This design comes from an exercise in tuning for small area on the open sky130 flow, not from production work.
Function was checked by simulation only, so behaviour that the tests miss may differ from the original.
Power is estimated from default activity; no workload was simulated.

==> job 5304: inputs <==
Design mem_responder, start of the top module:
module mem_responder #(
  parameter int DEPTH   = mem_pkg::DEF_DEPTH,
  parameter int LATENCY = mem_pkg::DEF_LATENCY
) (
  input  logic              clock,
  input  logic              reset,
  input  logic              req_valid,
  input  logic              req_write,
  input  logic [mem_pkg::ADDR_W-1:0] req_addr,
  input  logic [mem_pkg::WORD_W-1:0] req_wdata,
  output logic              req_ready,
  output logic              resp_valid,
  output logic [mem_pkg::WORD_W-1:0] resp_rdata,
  output logic              resp_error
);
==> module word_ram, before the edit <==
module word_ram #(
  parameter int DEPTH = mem_pkg::DEF_DEPTH,
  parameter int IDX_W = $clog2(mem_pkg::DEF_DEPTH)
) (
  input  logic              clock,
  input  logic              we,
  input  logic [IDX_W-1:0]  addr,
  input  logic [mem_pkg::WORD_W-1:0] wdata,
  output logic [mem_pkg::WORD_W-1:0] rdata
);
  logic [mem_pkg::WORD_W-1:0] mem [0:DEPTH-1];
  always_ff @(posedge clock) begin
    if (we) begin
      mem[addr] <= wdata;
    end
  end
  assign rdata = mem[addr];
endmodule
==> module mem_responder, before the edit <==
module mem_responder #(
  parameter int DEPTH   = mem_pkg::DEF_DEPTH,
  parameter int LATENCY = mem_pkg::DEF_LATENCY
) (
  input  logic              clock,
  input  logic              reset,
  input  logic              req_valid,
  input  logic              req_write,
  input  logic [mem_pkg::ADDR_W-1:0] req_addr,
  input  logic [mem_pkg::WORD_W-1:0] req_wdata,
  output logic              req_ready,
  output logic              resp_valid,
  output logic [mem_pkg::WORD_W-1:0] resp_rdata,
  output logic              resp_error
);
  localparam int IDX_W = $clog2(DEPTH);
  mem_pkg::state_t            state;
  logic [mem_pkg::CNT_W-1:0]  wait_cnt;
  logic              accept;
  logic              lat_write;
  logic              lat_err;
  logic [IDX_W-1:0]  lat_idx;
  logic [mem_pkg::WORD_W-1:0] lat_wdata;
  logic              commit;
  logic              c_write;
  logic              c_err;
  logic [IDX_W-1:0]  c_idx;
  logic [mem_pkg::WORD_W-1:0] c_wdata;
  logic              ram_we;
  logic [mem_pkg::WORD_W-1:0] ram_rdata;
  assign req_ready  = (state == mem_pkg::ST_IDLE);
  assign resp_valid = (state == mem_pkg::ST_RESP);
  assign accept     = req_valid && req_ready;
  always_ff @(posedge clock) begin
    if (accept) begin
      lat_write <= req_write;
      lat_err   <= mem_pkg::addr_err(req_addr, DEPTH);
      lat_idx   <= req_addr[IDX_W+1:2];
      lat_wdata <= req_wdata;
    end
  end
  always_comb begin
    commit  = (state == mem_pkg::ST_WAIT) && (wait_cnt == '0);
    c_write = lat_write;
    c_err   = lat_err;
    c_idx   = lat_idx;
    c_wdata = lat_wdata;
    if (LATENCY == 1) begin
      commit  = accept;
      c_write = req_write;
      c_err   = mem_pkg::addr_err(req_addr, DEPTH);
      c_idx   = req_addr[IDX_W+1:2];
      c_wdata = req_wdata;
    end
  end
  assign ram_we = commit && c_write && !c_err && !reset;
  word_ram #(
    .DEPTH (DEPTH),
    .IDX_W (IDX_W)
  ) u_word_ram (
    .clock (clock),
    .we    (ram_we),
    .addr  (c_idx),
    .wdata (c_wdata),
    .rdata (ram_rdata)
  );
  always_ff @(posedge clock) begin
    if (reset) begin
      state    <= mem_pkg::ST_IDLE;
      wait_cnt <= '0;
    end else begin
      case (state)
        mem_pkg::ST_IDLE: begin
          if (accept) begin
            if (LATENCY == 1) begin
              state <= mem_pkg::ST_RESP;
            end else begin
              state    <= mem_pkg::ST_WAIT;
              wait_cnt <= mem_pkg::CNT_W'(LATENCY - 2);
            end
          end
        end
        mem_pkg::ST_WAIT: begin
          if (wait_cnt == '0) begin
            state <= mem_pkg::ST_RESP;
          end else begin
            wait_cnt <= wait_cnt - 1'b1;
          end
        end
        mem_pkg::ST_RESP: state <= mem_pkg::ST_IDLE;
        default: state <= mem_pkg::ST_IDLE;
      endcase
    end
  end
  always_ff @(posedge clock) begin
    if (reset) begin
      resp_rdata <= '0;
      resp_error <= 1'b0;
    end else if (commit) begin
      resp_error <= c_err;
      if (c_err) begin
        resp_rdata <= '0;
      end else if (!c_write) begin
        resp_rdata <= ram_rdata;
      end
    end
  end
endmodule
clock: 3.2 ns
lec_check: 0
cap_margin: 20
core_margin: 2
core_utilization: 40
slew_margin: 20
run.sh (not shown) runs the stock make flow with config.mk's settings and CLKGATE_MAP_FILE= SYNTH_SCRIPT=/design/flow/synth_recipe.tcl, a recipe that flattens the netlist after the stock synthesis.
==> job 5833 (differences from job 5304) <==
==> flow/design.v (replaced) <==
package mem_pkg;
  localparam int DEF_DEPTH   = 64;
  localparam int DEF_LATENCY = 2;
  localparam int ADDR_W      = 32;
  localparam int WORD_W      = 32;
endpackage
module aoi222 (
  input  logic [2:0] a,
  input  logic [2:0] b,
  output logic       y
);
  assign y = ~((a[0] & b[0]) | (a[1] & b[1]) | (a[2] & b[2]));
endmodule
module word_mux #(
  parameter int DEPTH = mem_pkg::DEF_DEPTH,
  parameter int W     = mem_pkg::WORD_W
) (
  input  logic [DEPTH-1:0]   sel,
  input  logic [DEPTH*W-1:0] words,
  output logic [W-1:0]       y
);
  localparam int G3 = 21;
  localparam int G  = 22;
  for (genvar b = 0; b < W; b++) begin : g_bit
    logic [G-1:0] t_n;    
    for (genvar g = 0; g < G3; g++) begin : g_3
      aoi222 u_aoi (
        .a (sel[3*g +: 3]),
        .b ({words[(3*g+2)*W + b], words[(3*g+1)*W + b], words[(3*g)*W + b]}),
        .y (t_n[g])
      );
    end
    assign t_n[G3] = ~(sel[3*G3] & words[(3*G3)*W + b]);
    assign y[b] = ~&t_n;
  end
endmodule
module mem_responder #(
  parameter int DEPTH   = mem_pkg::DEF_DEPTH,
  parameter int LATENCY = mem_pkg::DEF_LATENCY
) (
  input  logic              clock,
  input  logic              reset,
  input  logic              req_valid,
  input  logic              req_write,
  input  logic [mem_pkg::ADDR_W-1:0] req_addr,
  input  logic [mem_pkg::WORD_W-1:0] req_wdata,
  output logic              req_ready,
  output logic              resp_valid,
  output logic [mem_pkg::WORD_W-1:0] resp_rdata,
  output logic              resp_error
);
  localparam int IDX_W = $clog2(DEPTH);
  localparam int W     = mem_pkg::WORD_W;
  logic              st_wait;
  logic              st_resp;
  logic              accept;
  logic              lat_write;
  logic              lat_err;
  logic [7:0]        lat_lo_n;    
  logic [7:0]        lat_hi_n;    
  logic [W-1:0]      lat_wdata;
  logic              store;
  logic              wr_clr;
  logic              wr_set;
  logic [DEPTH-1:0]  dec;
  logic [W-1:0]      wbus;
  logic [DEPTH*W-1:0] words;
  logic [DEPTH-1:0]  pols;
  logic [W-1:0]      rd_bits;
  logic              rd_pol;
  logic [W-1:0]      resp_bits;   
  logic              resp_pol;    
  assign req_ready  = ~(st_wait | st_resp);
  assign resp_valid = st_resp;
  assign accept     = req_valid & req_ready;
  always_ff @(posedge clock) begin
    if (accept) begin
      lat_write <= req_write;
      lat_err   <= (req_addr[1:0] != 2'b00) || (req_addr[mem_pkg::ADDR_W-1:IDX_W+2] != '0);
      for (int i = 0; i < 8; i++) begin
        lat_lo_n[i] <= (req_addr[4:2] != 3'(i));
        lat_hi_n[i] <= (req_addr[7:5] != 3'(i));
      end
      lat_wdata <= req_wdata;
    end
  end
  assign store  = lat_write & ~lat_err;
  assign wr_clr = store & st_wait & ~reset;
  assign wr_set = store & st_resp;
  assign wbus   = {W{wr_clr}} | ~(lat_wdata | {W{~wr_set}});
  always_comb begin
    for (int w = 0; w < DEPTH; w++) dec[w] = ~(lat_lo_n[w % 8] | lat_hi_n[w / 8]);
  end
  for (genvar w = 0; w < DEPTH; w++) begin : g_word
    logic [W-1:0] bits;
    logic         pol;
    always_ff @(posedge clock) begin
      bits <= ~(bits | ({W{dec[w]}} & wbus));
      pol  <= ~(pol | (dec[w] & (wr_clr | wr_set)));
    end
    assign words[w*W +: W] = bits;
    assign pols[w]         = pol;
  end
  word_mux #(.DEPTH(DEPTH), .W(W)) u_rd_bits (.sel(dec), .words(words), .y(rd_bits));
  word_mux #(.DEPTH(DEPTH), .W(1)) u_rd_pol  (.sel(dec), .words(pols),  .y(rd_pol));
  assign resp_rdata = resp_bits ^ {W{resp_pol}};
  always_ff @(posedge clock) begin
    if (reset) begin
      st_wait <= 1'b0;
      st_resp <= 1'b0;
    end else begin
      st_wait <= accept;
      st_resp <= st_wait;
    end
  end
  always_ff @(posedge clock) begin
    if (reset) begin
      resp_bits  <= '0;
      resp_pol   <= 1'b0;
      resp_error <= 1'b0;
    end else if (st_wait) begin
      resp_error <= lat_err;
      if (lat_err) begin
        resp_bits <= '0;
        resp_pol  <= 1'b0;
      end else if (!lat_write) begin
        resp_bits <= rd_bits;
        resp_pol  <= rd_pol;
      end
    end
  end
endmodule
Settings changed: CORE_UTILIZATION 40 to 65, CTS_BUF_LIST set to sky130_fd_sc_hd__clkbuf_16, CTS_CLUSTER_DIAMETER set to 80, CTS_CLUSTER_SIZE set to 32, PLACE_DENSITY set to 0.7, SYNTH_HIERARCHICAL set to 1.
==> run summary <==
quantity	job 5304	job 5833
Area fraction in and, or, nand and nor cells after synthesis	2.26%	3.29%
Library cell contributing the largest single delay on the critical path	sky130_fd_sc_hd__dfxtp_4	sky130_fd_sc_hd__clkdlybuf4s50_1
CTS clk-pin slew, worst paths	0.06 ns	0.11 ns
Post-synthesis mux area share	15.4%	0.0147%
LEAKAGE	30.3 nW	26.9 nW
Layout clock area frac	6.93%	2.80%
Met3 wire len	13200 um	19000 um
Die area	0.206 mm^2	0.107 mm^2
Final hold slack	0.341 ns	0.413 ns
Cts bufs inserted	212	78
Met2 track utilization from global routing	36.0%	52.1%
Outcome	no timing/DRC/antenna violations	no timing/DRC/antenna violations
Primary FF master, synth	sky130_fd_sc_hd__edfxtp_1	sky130_fd_sc_hd__dfxtp_1
Area growth from synthesis to layout	18.5%	10.2%
Area of the multi-input gates	0.0171 mm^2	0.0221 mm^2
Crit path depth	10	3
R2r worst-path depth	10	9
First-pass GRT wire length	314000 um	287000 um
Stage delay of the slowest cell on the critical path	0.64 ns	0.61 ns

-- port drivers added, routing unchanged --
The flow's constraints put no driver on any port. The routed layouts listed below were extracted and timed again, unchanged, in two steps.
Step 1 assumes that a clkbuf_16 drives the clock port and a buf_2 every other input.
Step 2, shift: input delay + t, output delay - t, t = (earliest + latest rising clock arrival at the registers) / 2. This alone moves slack from input paths to output paths.
Three values: ideal ports, drivers, drivers and shift; two values: the first two.
| run | t (ns) | setup slack, ns | slew at the worst register clock pin (ns) |
|---|---|---|---|
| job 5304 | 0.915 | 0.123 / 0.123 / 0.123 | 0.07 / 0.07 |
| job 5833 | 0.761 | 0.063 / -0.008 / 0.095 | 0.12 / 0.12 |
After both steps every run listed still meets setup and hold.
